Background: an optimization exercise with open tools, aiming at small area. Do not read the settings as production practice. Only the layout flow was run in this run; the RTL was not checked for function there. Power figures rest on the tool's default switching activity, not on a simulated workload.

==> flow/design.v <==
module registerFile
(
    input  logic       clk,
    input  logic       clr,       
    input  logic       we,
    input  logic [4:0] wAddr,
    input  logic [1:0] wDigit,
    input  logic [4:0] rAddr,
    output logic [1:0] rDigit
);
    logic [31:0] regs [1:31];
    logic [1:0]  outs [0:31];
    logic [3:0]  selHi;
    logic [7:0]  selLo;
    logic [1:0]  wd;
    always_comb begin
        for (int i = 0; i < 4; i++) selHi[i] = clr || (we && wAddr[4:3] == 2'(i));
        for (int i = 0; i < 8; i++) selLo[i] = clr || wAddr[2:0] == 3'(i);
        wd = wDigit & {2{!clr}};
    end
    always_ff @(posedge clk) begin
        for (int i = 1; i < 32; i++) begin
            regs[i] <= {(selHi[i / 8] && selLo[i % 8]) ? wd : regs[i][1:0], regs[i][31:2]};
        end
    end
    always_comb begin
        outs[0] = 2'b00;
        for (int i = 1; i < 32; i++) outs[i] = regs[i][1:0];
    end
    function automatic logic [1:0] mux4(input logic [1:0] s, input logic [1:0] a,
                                        input logic [1:0] b, input logic [1:0] c,
                                        input logic [1:0] d);
        case (s)
            2'd0: mux4 = a;
            2'd1: mux4 = b;
            2'd2: mux4 = c;
            default: mux4 = d;
        endcase
    endfunction
    function automatic logic [1:0] rd32(input logic [4:0] a);
        logic [1:0] l1 [0:7];
        logic [1:0] l2 [0:1];
        for (int j = 0; j < 8; j++) l1[j] = mux4(a[1:0], outs[4*j], outs[4*j+1], outs[4*j+2], outs[4*j+3]);
        for (int j = 0; j < 2; j++) l2[j] = mux4(a[3:2], l1[4*j], l1[4*j+1], l1[4*j+2], l1[4*j+3]);
        rd32 = a[4] ? l2[1] : l2[0];
    endfunction
    assign rDigit = rd32(rAddr);
endmodule
module mipsCpuBus
#(
    parameter logic [31:0] resetVector = 32'hBFC00000
) (
    input  logic        clk,
    input  logic        reset,
    output logic        active,
    output logic [31:0] registerV0,
    output logic [31:0] address,
    output logic        read,
    output logic        write,
    input  logic        waitrequest,
    output logic [31:0] writedata,
    output logic [3:0]  byteenable,
    input  logic [31:0] readdata
);
    localparam logic [3:0] S_FETCH = 4'd0;   
    localparam logic [3:0] S_W1    = 4'd1;   
    localparam logic [3:0] S_EX0   = 4'd6;   
    localparam logic [3:0] S_EX1   = 4'd2;   
    localparam logic [3:0] S_MEM   = 4'd3;   
    localparam logic [3:0] S_W2    = 4'd4;   
    localparam logic [3:0] S_EX2   = 4'd5;   
    localparam logic [3:0] S_HALT  = 4'd7;   
    localparam logic [3:0] S_DONE  = 4'd8;   
    localparam logic [3:0] S_W2L   = 4'd9;   
    localparam logic [3:0] S_EX2L  = 4'd10;  
    logic [3:0]  state;
    logic [3:0]  ph;
    logic        clr;        
    logic        pend;       
    logic        flag;       
    logic        cMain;      
    logic        cInc;       
    logic        aZero;      
    logic [29:0] A;          
    logic [31:0] N;          
    logic [31:0] WD;         
    logic [31:0] IR;
    wire first = (ph == 4'd0);
    wire last  = (ph == 4'd15);
    wire ex1   = (state == S_EX1);
    wire ex2   = (state == S_EX2);
    wire ex2L  = (state == S_EX2L);
    wire ex0   = (state == S_EX0);
    wire [5:0] op = IR[31:26];
    wire [5:0] fn = IR[5:0];
    wire isR    = !op[5] && !op[3] && !op[2] && !op[1];
    wire iJ     = !op[5] && !op[3] && op[1];
    wire isBr   = !op[5] && !op[3] && op[2];
    wire iBne   = op[0];
    wire isImm  = !op[5] && op[3];
    wire isMem  = op[5];
    wire iSw    = op[3];
    wire iLw    = isMem && !op[3];
    wire [2:0] f3 = isR ? fn[2:0] : op[2:0];
    wire isAlu  = (isR && fn[5]) || isImm;
    wire isSltC = isAlu && (isR ? fn[3] : (f3[2:1] == 2'b01));
    wire sltU   = f3[0];
    wire isLog  = isAlu && f3[2];
    wire iLui   = isLog && f3[1] && f3[0];
    wire subLike = isAlu && !f3[2] && f3[1];
    wire zext   = isImm && f3[2];
    wire isSh   = isR && !fn[5] && !fn[3];
    wire iSll   = isSh && !fn[1];
    wire isSrl  = isSh && fn[1];
    wire iSra   = fn[0];
    wire iJr    = isR && !fn[5] && fn[3];
    wire wrEx1  = isAlu && !isSltC;
    wire wrEx2  = iLw || isSltC || isSh;
    wire [4:0] dest = ex2L ? WD[4:0] : (isR ? IR[15:11] : IR[20:16]);
    wire [4:0] shamt = IR[10:6];
    function automatic logic needRt(input logic [31:0] w);
        needRt = (!w[31] && !w[29] && !w[28] && !w[27] && w[5])   
              || (!w[31] && !w[29] && w[28])                      
              || (w[31] && w[29]);                                
    endfunction
    wire useRt = ex0 || (ex1 && isSh);
    wire [3:0] shD = shamt[4:1];
    wire       shO = shamt[0];
    logic [1:0] rsD, rtD, wDigit;
    logic       we;
    registerFile u_rf (
        .clk(clk), .clr(clr),
        .we(we), .wAddr(dest), .wDigit(wDigit),
        .rAddr(state == S_HALT ? 5'd2 : (useRt ? IR[20:16] : IR[25:21])),
        .rDigit(rsD)
    );
    assign rtD = WD[1:0];
    logic [3:0] k;
    logic [1:0] irD, immD, luiD, offD, jD, prevD;
    always_comb begin
        k = {ph[3] ^ (iLui && !ex2L), ph[2:0]};
        irD = IR[2*k +: 2];
    end
    function automatic logic lt4(input logic [3:0] a, input logic [3:0] b);
        lt4 = (!a[3] && b[3])
           || (a[3] == b[3] && ((!a[2] && b[2])
           || (a[2] == b[2] && ((!a[1] && b[1])
           || (a[1] == b[1] && !a[0] && b[0])))));
    endfunction
    wire sgn = IR[15];
    assign immD = !ph[3] ? irD : (zext ? 2'b00 : {sgn, sgn});
    assign luiD = ph[3] ? irD : 2'b00;
    assign offD = first ? 2'b00 : ((!ph[3] || ph[2:0] == 3'd0) ? prevD : {sgn, sgn});
    logic [1:0] pcD;
    logic       cIncOut;
    always_comb begin
        logic [2:0] s;
        s = {1'b0, A[1:0]} + {2'b00, (ph == 4'd1) ? 1'b1 : cInc};
        pcD = first ? 2'b00 : s[1:0];
        cIncOut = s[2];
    end
    assign jD = first ? 2'b00 : (!(ph[3] && ph[2] && ph[1]) ? prevD : pcD);
    logic [1:0] aOp, bRaw, sum, aluD;
    logic       cOut;
    always_comb begin
        logic [2:0] s;
        aOp  = isBr ? pcD : rsD;
        bRaw = isBr ? offD : (isR ? rtD : immD);
        s = {1'b0, aOp} + {1'b0, bRaw ^ {2{subLike}}}
          + {2'b00, first ? subLike : cMain};
        sum  = s[1:0];
        cOut = s[2];
        if (!isLog) aluD = sum;
        else case (f3[1:0])
            2'b00: aluD = rsD & bRaw;
            2'b01: aluD = rsD | bRaw;
            2'b10: aluD = rsD ^ bRaw;
            default: aluD = luiD;
        endcase
    end
    wire eqD   = (rsD == rtD);
    wire taken = (flag && eqD) ^ iBne;
    wire lt    = sltU ? !cOut
               : ((rsD[1] ^ bRaw[1]) ? rsD[1] : sum[1]);
    wire [3:0] m       = ~ph;
    wire       dLeM    = !lt4(m, shD);
    wire       dEqM    = (shD == m);
    wire       sllMask = ex2 && iSll && lt4(ph, shD);
    wire [1:0] fillSh  = iSra ? {WD[31], WD[31]} : 2'b00;
    logic       wdSh;
    logic [1:0] wdIn;
    always_comb begin
        wdSh = 1'b0;
        wdIn = rsD;
        case (state)
            S_EX0: wdSh = 1'b1;
            S_EX1: begin
                if (isSrl || (isR && fn[5]) || isBr) wdSh = 1'b1;
                if (iSll) wdSh = dLeM;
            end
            S_W2: begin
                if (isSrl) wdSh = !dLeM || (shO && dEqM);
                wdIn = fillSh;
            end
            S_EX2: begin
                wdSh = iSll || isSrl;
                wdIn = fillSh;
            end
            S_HALT: wdSh = 1'b1;
            default: ;
        endcase
    end
    logic [1:0] ex2D, mCur;
    always_comb begin
        mCur = sllMask ? 2'b00 : WD[1:0];
        if (ex2L) ex2D = irD;
        else if (isSltC) ex2D = first ? {1'b0, flag} : 2'b00;
        else if (iSll) ex2D = shO ? {mCur[0], first ? 1'b0 : flag} : mCur;
        else ex2D = shO ? {WD[0], flag} : WD[1:0];
    end
    assign we = (ex1 && wrEx1) || (ex2 && wrEx2) || ex2L;
    assign wDigit = ex1 ? aluD : ex2D;
    wire       aSh = !first && (clr || ex1 || ex2L || (ex2 && isMem));
    logic [1:0] aIn;
    always_comb begin
        if (clr) aIn = resetVector[2*ph +: 2];
        else if (ex1 && isMem) aIn = sum;
        else if (!ex1 || pend) aIn = N[1:0];
        else aIn = pcD;
    end
    logic       nUpd;
    logic [1:0] nD;
    always_comb begin
        nUpd = ex1 && ((isMem && !pend) || isBr || iJ || iJr);
        if (isMem) nD = pcD;
        else if (iJ) nD = jD;
        else if (iJr) nD = rsD;
        else nD = sum;
    end
    assign read = (state == S_FETCH && !aZero && !clr) || (state == S_MEM && iLw);
    assign write = (state == S_MEM) && iSw;
    assign address = {A, 2'b00};
    assign writedata = WD;
    assign byteenable = 4'b1111;
    assign active = (state != S_DONE);
    assign registerV0 = WD;
    always_ff @(posedge clk) begin
        N <= {nUpd ? nD : N[1:0], N[31:2]};
        if (aSh) begin
            A <= {aIn, A[29:2]};
            aZero <= (ph == 4'd1 || aZero) && aIn == 2'b00;
        end
        cInc <= cIncOut;
        prevD <= irD;
        cMain <= cOut;
        if (wdSh) begin
            WD <= {wdIn, WD[31:2]};
            flag <= sllMask ? 1'b0 : WD[1];
        end else if (ex1 && iLw) begin
            WD[4:0] <= IR[20:16];
        end
        if (read && !waitrequest) IR <= readdata;
        if (ex1) begin
            if (isBr) flag <= first ? eqD : (flag && eqD);
            else if (last && isSltC) flag <= lt;
        end
        if (reset) begin
            state <= S_FETCH;
            ph <= 4'd0;
            clr <= 1'b1;
            pend <= 1'b0;
        end else begin
            ph <= ph + 4'd1;
            if (last) clr <= 1'b0;
            if (ex1 && last) pend <= isBr ? taken : (iJ || iJr);
            case (state)
                S_FETCH: begin
                    if (clr) ;
                    else if (aZero) begin
                        if (last) state <= S_HALT;
                    end
                    else if (!waitrequest) state <= S_W1;
                end
                S_W1: if (last) state <= needRt(IR) ? S_EX0 : S_EX1;
                S_EX0: if (last) state <= S_EX1;
                S_EX1: if (last) begin
                    if (isMem) state <= S_MEM;
                    else if (isSrl) state <= S_W2;
                    else if (isSltC || iSll) state <= S_EX2;
                    else state <= S_FETCH;
                end
                S_MEM: if (!waitrequest) begin
                    if (iLw) state <= last ? S_EX2L : S_W2L;
                    else state <= last ? S_EX2 : S_W2;
                end
                S_W2L: if (last) state <= S_EX2L;
                S_EX2L: if (last) state <= S_FETCH;
                S_W2: if (last) state <= S_EX2;
                S_EX2: if (last) state <= S_FETCH;
                S_HALT: if (last) state <= S_DONE;
                default: state <= S_DONE;
            endcase
        end
    end
endmodule
==> flow/flow/run.sh <==
#!/bin/bash
# The standard layout, with two changes: clock tree synthesis inserts no
# dummy loads, and the port buffers use the smallest buffer cell.
set -euo pipefail
export CTS_ARGS="-sink_clustering_enable -repair_clock_nets -sink_clustering_size 20 -sink_clustering_max_diameter 50 -buf_list sky130_fd_sc_hd__clkbuf_8 -dont_use_dummy_load"
export BUFFER_PORTS_ARGS="-buffer_cell sky130_fd_sc_hd__buf_1"
bash standard.sh > flow_standard.log 2>&1
==> flow/standard.sh <==
#!/bin/bash
# synth_recipe.tcl (not shown) runs the flow's synth.tcl, then flattens the netlist and writes it again
# the make line also repeats each setting of config.mk as NAME=value (left out here)
make -C /OpenROAD-flow-scripts/flow DESIGN_CONFIG=/design/flow/config.mk WORK_HOME=/design/flow/orfs CLKGATE_MAP_FILE= SYNTH_SCRIPT=/design/flow/synth_recipe.tcl "${@:-finish}"
==> flow/config.mk <==
export PLATFORM = sky130hd
export DESIGN_NAME = mipsCpuBus
export DESIGN_NICKNAME = mipsCpuBus
export VERILOG_FILES = /design/flow/design.v
export SDC_FILE = /design/flow/constraint.sdc
export NUM_CORES = 4
export LEC_CHECK = 0
export ABC_AREA = 1
export CAP_MARGIN = 20
export CORE_MARGIN = 2
export CORE_UTILIZATION = 60
export CTS_BUF_LIST = sky130_fd_sc_hd__clkbuf_8
export CTS_CLUSTER_DIAMETER = 50
export CTS_CLUSTER_SIZE = 20
export SLEW_MARGIN = 20
export SYNTH_HIERARCHICAL = 1
==> flow/constraint.sdc <==
create_clock -name core_clock -period 10.0 [get_ports {clk}]
set_input_delay 2.0000 -clock core_clock [delete_from_list [all_inputs] [get_ports {clk}]]
set_output_delay 2.0000 -clock core_clock [all_outputs]
set_load 0.01 [all_outputs]
==> run notes <==
-- where the power goes --
group          total [W]  switching, W  leakage [nW]  internal, W
logic           0.000221      0.000157          2.13    0.0000645
clock network    0.00187       0.00121         0.525     0.000660
registers        0.00468     0.0000349          9.25      0.00464
-- cell type report --
class	instances	area, sq um
Clock buffer	73	1000
Fill cell	3242	15800
Inverter	82	308
Multi-Input combinational cell	685	3480
Sequential cell	1134	23700
Tap cell	600	751
Timing Repair Buffer	137	557
-- kinds of logic (layout without fill, tap and decap cells) --
kind of cell / count (synthesis) / count (layout) / share of synthesized area
DFF: 1134 / 1134 / 0.850
xor gates and xnor gates: 1 / 1 / 0.000315
AOI/OAI and AO/OA: 223 / 223 / 0.0447
and+or+nand+nor: 434 / 434 / 0.0684
adders and majority gates: 20 / 20 / 0.00953
muxes: 1 / 1 / 0.000360
buffers and inverters: 146 / 292 / 0.0263
other: 2 / 6 / 0.000270
-- Yosys stat by module, one instance, submodules excluded --
module / copies in the design / cells
registerFile: 1 / 1324
mipsCpuBus: 1 / 637
-- per-stage QoR --
step,util,hold WS [ns],setup slack (ns),instances
floorplan,-,0.310,5.91,1965
global placement,0.630,0.310,3.82,2637
detailed placement,0.630,0.312,3.69,2637
CTS,0.652,0.256,3.68,2710
global route,0.653,0.259,3.34,2711
finish,0.653,0.259,3.96,2711
-- cells in the final DEF, fill, tap and decap left out, types with 7 or more instances in the layout --
cell type,netlist,layout
ha_1,18,18
o21ai_0,134,134
dfxtp_1,1039,1039
inv_2,14,14
buf_1,0,131
a31oi_1,7,7
o21ai_1,15,15
nand3_1,64,64
nand2_2,7,7
edfxtp_1,95,95
clkbuf_8,0,73
a21oi_1,33,31
o211ai_1,10,10
nand2_1,256,256
inv_1,68,68
nor2_1,81,81
-- worst max-delay path, cell delays in order (launching register included) --
cell      delay (ns)
edfxtp_1        0.56
nor2_8          0.23
nand3_4         0.21
nor3_4          0.28
a21oi_1         0.28
inv_1           0.21
o21ai_0         0.15
a21oi_4         0.57
nand2_2         0.30
nor2_1          0.16
nor2_1          0.05
nand2_1         0.06
nand3_1         0.08
nor2_1          0.14
nor2_1          0.13
nand2_1         0.08
o21ai_0         0.13
fa_1            0.44
inv_1           0.08
fa_1            0.47
a21oi_1         0.17
nand2_1         0.06
nand2_1         0.06
nand2_1         0.62
o21ai_0         0.40
-- state kept, by name, indices dropped and copies added (netlist names) --
signal,count
u_rf.regs,992
IR,32
N,32
WD,32
A,30
ph,4
state,4
prevD,2
aZero,1
cInc,1
cMain,1
clr,1
flag,1
pend,1
-- worst paths after layout --
path,cells past startpoint,to,start,slack [ns]
max,24,u_rf.regs[12][31]$_DFF_P_,IR[31]$_DFFE_PP_,3.96
min,0,u_rf.regs[30][26]$_DFF_P_,u_rf.regs[30][28]$_DFF_P_,0.26
max reg2reg,24,u_rf.regs[12][31]$_DFF_P_,IR[31]$_DFFE_PP_,3.96
min reg2reg,0,u_rf.regs[30][26]$_DFF_P_,u_rf.regs[30][28]$_DFF_P_,0.26
-- routing by layer --
metal | up-vias | part of all wire
met5 | - | 0
met4 | 0 | 0.026
met3 | 86 | 0.043
met2 | 317 | 0.45
met1 | 6243 | 0.48
li1 | 6524 | -
==> impl_metrics.tcl <==
set metrics [dict create \
    gp_congestion 0.862 \
    design_area_sq_um 29800 \
    arrival_ns 6.57 \
    h-tree-depth 3 \
    drt_first_pass_iters 6 \
    clock_sinks 1134 \
    hold_viol 0 \
    drive_gt1_frac 0.0606 \
    die_width_um 219 \
    dp_hpwl_um 33800 \
    async_flop_share 0 \
    wirelength_um 48800 \
    final.period_utilization 0.604 \
    critical_path.startpoint_type "flop" \
    postCtsSetupBuffers 0 \
    grt_usage 0.207 \
    vias 13170 \
    power_density_nw_per_um2 227 \
    fin_crit_ns 6.04 \
    use_met2 0.325 \
    antenna_found_initial 2 \
    pin_count 138 \
    cts.path.max_buffers 3 \
    grt_pass1_wl_um 73700 \
    initial_core_util 0.611 \
    cts_tree "yes" \
    postCtsResizedCells 0 \
    fin_skew_ns 0.0821 \
    grt_util_met3 0.0409 \
    maxCapViolations 0 \
    placed_area_sq_um 28700 \
    drv_slew 0 \
    ant_nets 0 \
    nets 2168 \
    clock.fmax_ghz 0.166 \
    setup_tns_ns 0 \
    worst_pin_slew_ns 1.06 \
    synth-edff-count 95 \
    die_area_sq_um 48100 \
    core_area_sq_um 45600 \
    viasPerCell 4.86 \
    relSlewSlack 0.288 \
    p_leak_nw 11.9 \
    grtUsageMet1 0.292 \
    ys.flop_type "dfxtp_1" \
    setup_violations 0 \
    clockRootBuffer "clkbuf_8" \
    io_buffers 131 \
    ir_drop_mv 0.211 \
    drc 0 \
    num_rows 78 \
    grt_max_degree 36 \
    postCtsHoldBufs 0 \
    synth_top_area_share 0.748 \
    synth_area_leaders "dfxtp_1, edfxtp_1, nand2_1, o21ai_0, buf_4" \
    clkTransAtPathRegs_ns 0.10 \
    crit_fanout 31 \
    p_total_w 0.00677 \
    syn_area_per_cell_sq_um 14.2 \
    synth.distinct_cells 52 \
    status "finished clean" \
    clk_latency_ns 0.68 \
    synth_common_cells "dfxtp_1, nand2_1, o21ai_0" \
    areaGrowthSynthToFinish_pct 6.94 \
    cp.required_ns 10.54 \
    drt-initial-drc-count 1033 \
    netlist_area_sq_um 27800 \
    antenna_cells 0 \
    die_y_um 219 \
    wire_per_inst_um 18.0 \
    yosysTopAreaCell "dfxtp_1" \
    synthCells 1961 \
    top_usage_layer "met2" \
    ys_warn_count 12 \
    hold_class "flop to flop" \
    ys_seq_area_frac 0.850 \
    grt_pass1_vias 12932 \
    end_kind "flop" \
    path_class "flop to flop" \
    cts_buffers 73 \
    synth-seq-cells 1134 \
    rsz0062_at_grt "false" \
    grt_overflow 0 \
    yosysMostFrequentCell "dfxtp_1" \
]

[separate check: timing with driven ports]
The results above use ideal ports. As a check the final layout listed here was re-extracted and re-timed, cells and wires unchanged.
Step 1 sets driving cells, clkbuf_16 on the clock port and buf_2 on the other inputs (assumed; they add their load-dependent delay and slew).
Step 2 adds t to the input delays and takes it off the output delays; t is the mean of the earliest and latest rising clock arrival at the registers after step 1. Input paths then give back, and output paths get back, about the clock's delay inside the block.
Slacks: ideal ports / drivers / drivers and shift; pairs: ideal ports / drivers.
shift t [ns]: 0.690
setup slack, ns: 3.964 / 3.964 / 3.964
worst setup path after step 2: register to register
slew at the worst register clock pin (ns): 0.11 / 0.11
After both steps setup and hold are still met in this run. For this run, drivers alone change the setup slack by 0.000 ns; drivers and shift together by 0.000 ns.
